What follows belongs to an exercise in optimizing a design on an open flow for small area; a production flow would make more cautious choices.
Where RTL was checked, it was by simulation tests only, not by an equivalence proof against the original.
The clock port is modelled as an ideal driver; clocking choices that lean on that would not hold on a real chip.
Power and IR drop assume default switching activity.

==> inputs of run D <==
## pd_controller
module pd_controller #(
  parameter int INPUT_WIDTH    = 18,
  parameter int OUTPUT_WIDTH   = 32,
  parameter int INTEGRAL_LIMIT = 2**24
) (
  input  logic                    clk,
  input  logic                    rst_n,
  input  logic                    enable,
  input  logic                    clear_integral,
  input  logic [INPUT_WIDTH-1:0]  kp_in,
  input  logic [INPUT_WIDTH-1:0]  ki_in,
  input  logic [INPUT_WIDTH-1:0]  setpoint_in,
  input  logic                    sample_valid,
  input  logic [INPUT_WIDTH-1:0]  sample,
  output logic                    sample_ready,
  output logic                    out_valid,
  input  logic                    out_ready,
  output logic [OUTPUT_WIDTH-1:0] out_data,
  output logic [OUTPUT_WIDTH-1:0] integral_out,
  output logic                    integral_sat,
  output logic                    busy,
  output logic [pd_pkg::OVR_W-1:0] overrun_count
);
==> flow/config.mk <==
export PLATFORM = sky130hd
export DESIGN_NAME = pd_controller
export DESIGN_NICKNAME = pd_controller
export VERILOG_FILES = /design/flow/design.v
export SDC_FILE = /design/flow/constraint.sdc
export NUM_CORES = 4
export LEC_CHECK = 0
export ABC_AREA = 1
export CAP_MARGIN = 5
export CORE_MARGIN = 2
export CORE_UTILIZATION = 40
export CTS_BUF_LIST = sky130_fd_sc_hd__clkbuf_8 sky130_fd_sc_hd__clkbuf_16
export PLACE_DENSITY = 0.6
export SLEW_MARGIN = 5
==> flow/constraint.sdc <==
create_clock -name core_clock -period 10.0 [get_ports {clk}]
set_input_delay 2.0000 -clock core_clock [delete_from_list [all_inputs] [get_ports {clk}]]
set_output_delay 2.0000 -clock core_clock [all_outputs]
set_load 0.01 [all_outputs]
standard.sh (not shown) runs the stock make flow with config.mk's settings and CLKGATE_MAP_FILE= SYNTH_SCRIPT=/design/flow/synth_recipe.tcl, a recipe that flattens the netlist after the stock synthesis.
==> flow/flow/run.sh <==
#!/bin/bash
# Standard synthesis, then its combinational logic is improved for area while
# its registers, full adders and their names are kept: full adders are flipped to
# their dual form where that removes inverters (fa_flip.tcl, fa_flip.py) and
# the rest of the logic is re-mapped by ABC with an area-only script
# (remap.tcl). Then the standard layout with four changes: after floorplan the
# adders are flipped once more; the port buffers use the smallest buffer cell;
# the clock tree has a clkbuf_16 root, clkbuf_8 leaves and no dummy loads;
# after CTS, leaves that drive many flip-flops become clkbuf_16 (clk_fix.tcl).
set -e
RES=$PWD/orfs/results/$FLOW_PLATFORM/pd_controller/base
export FA_FLIP_DIR="$PWD/flow"
export FA_FLIP_WORK="$PWD"
bash standard.sh synth > standard_synth.log 2>&1
cp $RES/1_2_yosys.v $PWD/synth_standard.v
FLIP_IN=$PWD/synth_standard.v FLIP_OUT=$PWD/synth_flipped.v \
  openroad -no_init -exit $PWD/flow/flip_netlist.tcl > flip_netlist.log 2>&1
REMAP_LIB=$FLOW_HOME/platforms/$FLOW_PLATFORM/lib/sky130_fd_sc_hd__tt_025C_1v80.lib \
REMAP_TOP=$FLOW_TOP REMAP_IN=$PWD/synth_flipped.v REMAP_OUT=$PWD/synth_remap.v \
  yosys -c $PWD/flow/remap.tcl > remap.log 2>&1
cp $PWD/synth_remap.v $RES/1_2_yosys.v
rm -f $RES/1_synth.odb $RES/1_synth.sdc
export POST_FLOORPLAN_TCL="$PWD/flow/fa_flip.tcl"
export BUFFER_PORTS_ARGS="-buffer_cell sky130_fd_sc_hd__buf_1"
export CTS_ARGS="-sink_clustering_enable -repair_clock_nets -dont_use_dummy_load -root_buf sky130_fd_sc_hd__clkbuf_16 -buf_list {sky130_fd_sc_hd__clkbuf_8}"
export POST_CTS_TCL="$PWD/flow/clk_fix.tcl"
bash standard.sh > standard.log 2>&1
==> flow/flow/remap.tcl <==
# Re-map the combinational logic of the standard synthesis for area.
# The registers, full adders and tie cells of the standard synthesis are
# kept as they are (same cells, same names); everything else (half adders
# included) is handed to ABC with an area-only mapping script and mapped
# back to the library.
yosys -import
set lib $::env(REMAP_LIB)
set top $::env(REMAP_TOP)
read_liberty -ignore_miss_func $lib
read_verilog $::env(REMAP_IN)
hierarchy -top $top
set keep {}
foreach m [split [exec grep -o {sky130_fd_sc_hd__[a-z0-9_]*} $::env(REMAP_IN) | sort -u] "\n"] {
  if {[regexp {__(dfxtp|edfxtp|dfrtp|dfstp|dfxbp|dfrbp|dfbbp|dfsbp|edfxbp|sdf|dlx|dlrtp|fa_|conb_)} $m]} {
    lappend keep $m
  }
}
puts "remap: keeping [join $keep { }]"
foreach m $keep { setattr -mod -set keep_hierarchy 1 $m }
flatten
# the port wires of flattened cells are aliases; hide them so they go away
yosys rename -hide w:*.*
opt_clean -purge
abc -liberty $lib -dont_use sky130_fd_sc_hd__probe_p_8 -dont_use sky130_fd_sc_hd__probec_p_8 \
    -dont_use sky130_fd_sc_hd__lpflow_* -script "+strash; dch -f; amap -x; topo"
opt_clean -purge
hilomap -singleton -hicell sky130_fd_sc_hd__conb_1 HI -locell sky130_fd_sc_hd__conb_1 LO
splitnets
opt_clean -purge
insbuf -buf sky130_fd_sc_hd__buf_4 A X
select $top
check
write_verilog -noattr -nohex -nodec -selected $::env(REMAP_OUT)
Other scripts of this flow, unchanged in this note and not shown: flow/flow/clk_fix.tcl, flow/flow/fa_flip.py, flow/flow/fa_flip.tcl, flow/flow/flip_netlist.tcl
==> run G: changes against run D <==
--- a/flow/flow/run.sh
+++ b/flow/flow/run.sh
@@ -2,3 +2,3 @@
 # Standard synthesis, then its combinational logic is improved for area while
-# its registers, full adders and their names are kept: full adders are flipped to
+# its registers, adders and their names are kept: full adders are flipped to
 # their dual form where that removes inverters (fa_flip.tcl, fa_flip.py) and
--- a/flow/flow/remap.tcl
+++ b/flow/flow/remap.tcl
@@ -1,6 +1,5 @@
 # Re-map the combinational logic of the standard synthesis for area.
-# The registers, full adders and tie cells of the standard synthesis are
-# kept as they are (same cells, same names); everything else (half adders
-# included) is handed to ABC with an area-only mapping script and mapped
-# back to the library.
+# The registers, full/half adders and tie cells of the standard synthesis
+# are kept as they are (same cells, same names); everything else is handed
+# to ABC with an area-only mapping script and mapped back to the library.
 yosys -import
@@ -13,3 +12,3 @@
 foreach m [split [exec grep -o {sky130_fd_sc_hd__[a-z0-9_]*} $::env(REMAP_IN) | sort -u] "\n"] {
-  if {[regexp {__(dfxtp|edfxtp|dfrtp|dfstp|dfxbp|dfrbp|dfbbp|dfsbp|edfxbp|sdf|dlx|dlrtp|fa_|conb_)} $m]} {
+  if {[regexp {__(dfxtp|edfxtp|dfrtp|dfstp|dfxbp|dfrbp|dfbbp|dfsbp|edfxbp|sdf|dlx|dlrtp|fa_|ha_|conb_)} $m]} {
     lappend keep $m
Settings changed: CAP_MARGIN 5 to 20, SLEW_MARGIN 5 to 20.
==> qor summary <==
| item | run D | run G |
|---|---|---|
| Status | timing/DRC/antenna clean | timing/DRC/antenna clean |
| Met2 routing resource usage after global routing | 0.3365 | 0.3402 |
| Final RePlAce weighted congestion | 0.8232 | 0.8414 |
| Overall power | 0.002970 W | 0.002798 W |
| Total combinational power | 0.00174 W | 0.00158 W |
| Source of the worst register-to-register timing path | st[2] | st[1] |
| Multi-input gate area | 0.005976 mm^2 | 0.006146 mm^2 |
| Met2 routed wirelength | 12.45 mm | 12.80 mm |
| Worst Setup Slack post-DPL | 0.6539 ns | 0.5399 ns |
| Maximum number of pins on one net before global-route repair | 80 | 58 |
| Hold path startpoint | kp_q[15] | kp_q[11] |
| Worst reg2reg path depth | 24 | 27 |
| Leakage power summed over all cells | 3.745 nW | 4.008 nW |
| Sw frac | 0.4215 | 0.4049 |
| Die span in y | 163.6 um | 165.0 um |
| Area of the mapped netlist | 0.01019 mm^2 | 0.01037 mm^2 |
| Area of the die | 0.02678 mm^2 | 0.02722 mm^2 |
| Initial cell density of the core | 0.4060 | 0.4093 |
| Clock transition at the registers of the reported paths | 0.08 ns | 0.07 ns |
| Setup slack of the critical path after layout | 1.109 ns | 1.004 ns |

========
==> v8 <==
Another version of the RTL of pd_controller (not shown whole).
==> flow/design.v (excerpt) <==
module pd_controller #(
  parameter int INPUT_WIDTH    = 18,
  parameter int OUTPUT_WIDTH   = 32,
  parameter int INTEGRAL_LIMIT = 2**24
) (
  input  logic                    clk,
  input  logic                    rst_n,
  input  logic                    enable,
  input  logic                    clear_integral,
  input  logic [INPUT_WIDTH-1:0]  kp_in,
  input  logic [INPUT_WIDTH-1:0]  ki_in,
  input  logic [INPUT_WIDTH-1:0]  setpoint_in,
  input  logic                    sample_valid,
  input  logic [INPUT_WIDTH-1:0]  sample,
  output logic                    sample_ready,
  output logic                    out_valid,
  input  logic                    out_ready,
  output logic [OUTPUT_WIDTH-1:0] out_data,
  output logic [OUTPUT_WIDTH-1:0] integral_out,
  output logic                    integral_sat,
  output logic                    busy,
  output logic [pd_pkg::OVR_W-1:0] overrun_count
);
  logic [2:0] st;
  logic       idle, hold, running, cyc3, cyc4, en_ok, capture;
  assign idle    = (st == 3'd0);
  assign hold    = (st == 3'd6);
  assign running = !idle && !hold;
  assign cyc3    = (st == 3'd4);
  assign cyc4    = (st == 3'd5);
  assign en_ok   = rst_n && enable;
  assign capture = en_ok && cyc4;
  assign sample_ready = idle && enable;
  assign busy         = !idle;
  assign out_valid    = hold;
  always_ff @(posedge clk) begin
    if (!en_ok)                st <= 3'd0;
  ...
make LEC_CHECK=0 CAP_MARGIN=20 CORE_MARGIN=2 CORE_UTILIZATION=40 PLACE_DENSITY=0.6 SLEW_MARGIN=20 finish   # period 10.0 ns
run.sh (not shown) runs the stock make flow with config.mk's settings and CLKGATE_MAP_FILE= SYNTH_SCRIPT=/design/flow/synth_recipe.tcl, a recipe that flattens the netlist after the stock synthesis.
Stock flow here: none of the scripts above is used.
==> v11 (differences from v8) <==
==> flow/flow/run.sh (new file) <==
#!/bin/bash
# Standard layout, with the port buffers made from the smallest buffer cell
# and a clock tree without dummy loads.
export BUFFER_PORTS_ARGS="-buffer_cell sky130_fd_sc_hd__buf_1"
export CTS_ARGS="-sink_clustering_enable -repair_clock_nets -dont_use_dummy_load -sink_clustering_size 8 -buf_list {sky130_fd_sc_hd__clkbuf_4 sky130_fd_sc_hd__clkbuf_8}"
bash standard.sh > standard.log 2>&1
==> flow/standard.sh (new file) <==
#!/bin/bash
# synth_recipe.tcl (not shown) runs the flow's synth.tcl, then flattens the netlist and writes it again
# the make line also repeats each setting of config.mk as NAME=value (left out here)
make -C /OpenROAD-flow-scripts/flow DESIGN_CONFIG=/design/flow/config.mk WORK_HOME=/design/flow/orfs CLKGATE_MAP_FILE= SYNTH_SCRIPT=/design/flow/synth_recipe.tcl "${@:-finish}"
Settings changed: ABC_AREA from default to 1, CTS_BUF_LIST from default to sky130_fd_sc_hd__clkbuf_4 sky130_fd_sc_hd__clkbuf_8.
removed: flow/run.sh
==> v28 (differences from v8) <==
--- a/flow/design.v
+++ b/flow/design.v
@@ -442,18 +442,20 @@
     if (!en_ok)                st <= 3'd0;
     else if (idle)             st <= sample_valid ? 3'd1 : 3'd0;
     else if (hold)             st <= out_ready ? 3'd0 : 3'd6;
     else                       st <= st + 3'd1;
   end
-  logic [25:0] r_q;
+  logic [25:0] rn_q, r_q;    
   logic        zf;
+  assign r_q = ~rn_q;
   assign integral_out = zf ? '0 : {{6{r_q[25]}}, r_q};
   logic [17:0] ki_q;      
   logic [17:0] kp_q;      
   logic        kc_q;      
   logic        ip_q, kq_q;   
-  logic [18:0] e_q;
+  logic [18:0] en_q, e_q;   
+  assign e_q = ~en_q;
   logic [27:0] s_q;
   logic [1:0]  cf_q;
   logic        cut_q;
   logic [3:0]  res;
   logic [27:0] s_n;
@@ -522,11 +524,11 @@
       ki_q <= ki_in;
       kp_q <= {kp_in[17:4], k0_s};
       kc_q <= k0[4];
       ip_q <= 1'b0;
       kq_q <= 1'b0;
-      e_q  <= e_in;
+      en_q <= ~e_in;
       s_q  <= s_init;
       cf_q <= '0;
     end else begin
       ki_q <= {res, ki_q[17:4]};
       kp_q <= {{4{kp_q[17]}}, kp_q[17:8], kn_s};
@@ -543,12 +545,12 @@
   assign pos_ovf = !isum[25] && isum[24] && (|isum[23:0]);
   assign neg_ovf = isum[25] && !isum[24];
   assign sat     = pos_ovf || neg_ovf;
   assign clamped = {isum[25], isum[24] | sat, isum[23:0] & {24{!sat}}};
   always_ff @(posedge clk) begin
-    if (capture)               r_q <= clamped;
-    else if (zf && !running)   r_q <= '0;
+    if (capture)               rn_q <= ~clamped;
+    else if (zf && !running)   rn_q <= '1;
   end
   always_ff @(posedge clk) begin
     if (!en_ok || clear_integral) zf <= 1'b1;
     else if (cyc4)                zf <= 1'b0;
   end
==> flow/flow/run.sh (new file) <==
#!/bin/bash
# Standard layout, with the port buffers made from the smallest buffer cell
# and a clock tree without dummy loads (clkbuf_16 root, clkbuf_8 leaves).
export BUFFER_PORTS_ARGS="-buffer_cell sky130_fd_sc_hd__buf_1"
export CTS_ARGS="-sink_clustering_enable -repair_clock_nets -dont_use_dummy_load -sink_buffer_max_cap_derate 0.5 -root_buf sky130_fd_sc_hd__clkbuf_16 -buf_list {sky130_fd_sc_hd__clkbuf_8}"
bash standard.sh > standard.log 2>&1
==> flow/standard.sh (new file) <==
#!/bin/bash
# synth_recipe.tcl (not shown) runs the flow's synth.tcl, then flattens the netlist and writes it again
# the make line also repeats each setting of config.mk as NAME=value (left out here)
make -C /OpenROAD-flow-scripts/flow DESIGN_CONFIG=/design/flow/config.mk WORK_HOME=/design/flow/orfs CLKGATE_MAP_FILE= SYNTH_SCRIPT=/design/flow/synth_recipe.tcl "${@:-finish}"
Settings changed: ABC_AREA from default to 1, CTS_BUF_LIST from default to sky130_fd_sc_hd__clkbuf_8 sky130_fd_sc_hd__clkbuf_16.
removed: flow/run.sh
==> v36 (differences from v8) <==
--- a/flow/design.v
+++ b/flow/design.v
@@ -442,18 +442,20 @@
     if (!en_ok)                st <= 3'd0;
     else if (idle)             st <= sample_valid ? 3'd1 : 3'd0;
     else if (hold)             st <= out_ready ? 3'd0 : 3'd6;
     else                       st <= st + 3'd1;
   end
-  logic [25:0] r_q;
+  logic [25:0] rn_q, r_q;    
   logic        zf;
+  assign r_q = ~rn_q;
   assign integral_out = zf ? '0 : {{6{r_q[25]}}, r_q};
   logic [17:0] ki_q;      
   logic [17:0] kp_q;      
   logic        kc_q;      
   logic        ip_q, kq_q;   
-  logic [18:0] e_q;
+  logic [18:0] en_q, e_q;   
+  assign e_q = ~en_q;
   logic [27:0] s_q;
   logic [1:0]  cf_q;
   logic        cut_q;
   logic [3:0]  res;
   logic [27:0] s_n;
@@ -522,11 +524,11 @@
       ki_q <= ki_in;
       kp_q <= {kp_in[17:4], k0_s};
       kc_q <= k0[4];
       ip_q <= 1'b0;
       kq_q <= 1'b0;
-      e_q  <= e_in;
+      en_q <= ~e_in;
       s_q  <= s_init;
       cf_q <= '0;
     end else begin
       ki_q <= {res, ki_q[17:4]};
       kp_q <= {{4{kp_q[17]}}, kp_q[17:8], kn_s};
@@ -543,12 +545,12 @@
   assign pos_ovf = !isum[25] && isum[24] && (|isum[23:0]);
   assign neg_ovf = isum[25] && !isum[24];
   assign sat     = pos_ovf || neg_ovf;
   assign clamped = {isum[25], isum[24] | sat, isum[23:0] & {24{!sat}}};
   always_ff @(posedge clk) begin
-    if (capture)               r_q <= clamped;
-    else if (zf && !running)   r_q <= '0;
+    if (capture)               rn_q <= ~clamped;
+    else if (zf && !running)   rn_q <= '1;
   end
   always_ff @(posedge clk) begin
     if (!en_ok || clear_integral) zf <= 1'b1;
     else if (cyc4)                zf <= 1'b0;
   end
==> flow/flow/run.sh (new file) <==
#!/bin/bash
# Standard layout, with the port buffers made from the smallest buffer cell
# and a clock tree without dummy loads (clkbuf_16 root, clkbuf_8 leaves).
export BUFFER_PORTS_ARGS="-buffer_cell sky130_fd_sc_hd__buf_1"
export CTS_ARGS="-sink_clustering_enable -repair_clock_nets -dont_use_dummy_load -sink_clustering_size 12 -sink_clustering_max_diameter 60 -root_buf sky130_fd_sc_hd__clkbuf_16 -buf_list {sky130_fd_sc_hd__clkbuf_8}"
bash standard.sh > standard.log 2>&1
==> flow/standard.sh (new file) <==
#!/bin/bash
# synth_recipe.tcl (not shown) runs the flow's synth.tcl, then flattens the netlist and writes it again
# the make line also repeats each setting of config.mk as NAME=value (left out here)
make -C /OpenROAD-flow-scripts/flow DESIGN_CONFIG=/design/flow/config.mk WORK_HOME=/design/flow/orfs CLKGATE_MAP_FILE= SYNTH_SCRIPT=/design/flow/synth_recipe.tcl "${@:-finish}"
Settings changed: ABC_AREA from default to 1, CORE_UTILIZATION 40 to 55, CTS_BUF_LIST from default to sky130_fd_sc_hd__clkbuf_8 sky130_fd_sc_hd__clkbuf_16, PLACE_DENSITY 0.6 to 0.7.
removed: flow/run.sh
==> comparison table <==
metric	v11	v28	v36	v8
Run status	complete, no violations	complete, no violations	complete, no violations	complete, no violations
Floorplan die area	30,500 sq um	30,200 sq um	22,100 sq um	32,300 sq um
Number of distinct library cells after synthesis	31	37	37	63
Setup slack of the worst register-to-register path	2.10 ns	1.73 ns	1.96 ns	1.87 ns
Post-DP HPWL	20,200 um	19,900 um	18,800 um	23,700 um
GR Util All Layers	18.5%	18.3%	24.3%	20.4%
Required time at the endpoint of the critical path	10.20 ns	10.11 ns	10.12 ns	10.21 ns
Part of the total power dissipated in the clock network	11.1%	12.4%	12.1%	19.2%
Area of the core region	28,700 sq um	28,500 sq um	20,400 sq um	30,500 sq um
Combinational cell fraction of total power	65.6%	61.1%	62.2%	56.8%
Synth Area in Adders	27.8%	28.1%	28.1%	27.3%
Initial detailed-routing violation count	442	472	507	709
Detailed-routed wire length on met3	1470 um	1260 um	1440 um	1750 um
Final design utilization	44.2%	44.1%	61.1%	48.2%
Insertion delay of the later-clocked pin in the worst-skew pair	0.48 ns	0.40 ns	0.41 ns	0.44 ns
Delay of the slowest cell on the worst path	0.49 ns	0.41 ns	0.42 ns	0.49 ns
For v8 and v11, only the layout was checked, not whether the RTL still works.

-- port drivers added, routing unchanged --
Ports are ideal in the flow. The routed layouts listed here were re-timed in OpenROAD. Step 1 assumes that a clkbuf_16 drives the clock port and a buf_2 every other input. Step 2 also shifts input and output timing later by t, the mid clock arrival at the registers, as if the neighbouring blocks saw the same clock. a / b / c = no drivers / after step 1 / after step 2; a / b = the first two.
| run | t (ns) | setup WS [ns] | clock arrival spread, ns |
|---|---|---|---|
| run D | 0.429 | 1.109 / 1.134 / 0.705 | 0.024 / 0.024 |
| run G | 0.427 | 1.004 / 1.026 / 0.599 | 0.026 / 0.026 |
| v8 | 0.483 | 0.672 / 0.701 / 0.218 | 0.018 / 0.018 |
| v11 | 0.496 | 1.123 / 1.139 / 0.642 | 0.055 / 0.055 |
| v28 | 0.424 | 1.098 / 1.115 / 0.691 | 0.052 / 0.051 |
| v36 | 0.432 | 1.089 / 1.115 / 0.683 | 0.050 / 0.049 |
After both steps setup and hold are still met in every run listed. The setup slack of v11, which loses most, moves by +0.016 ns with the drivers and by -0.481 ns with both steps.
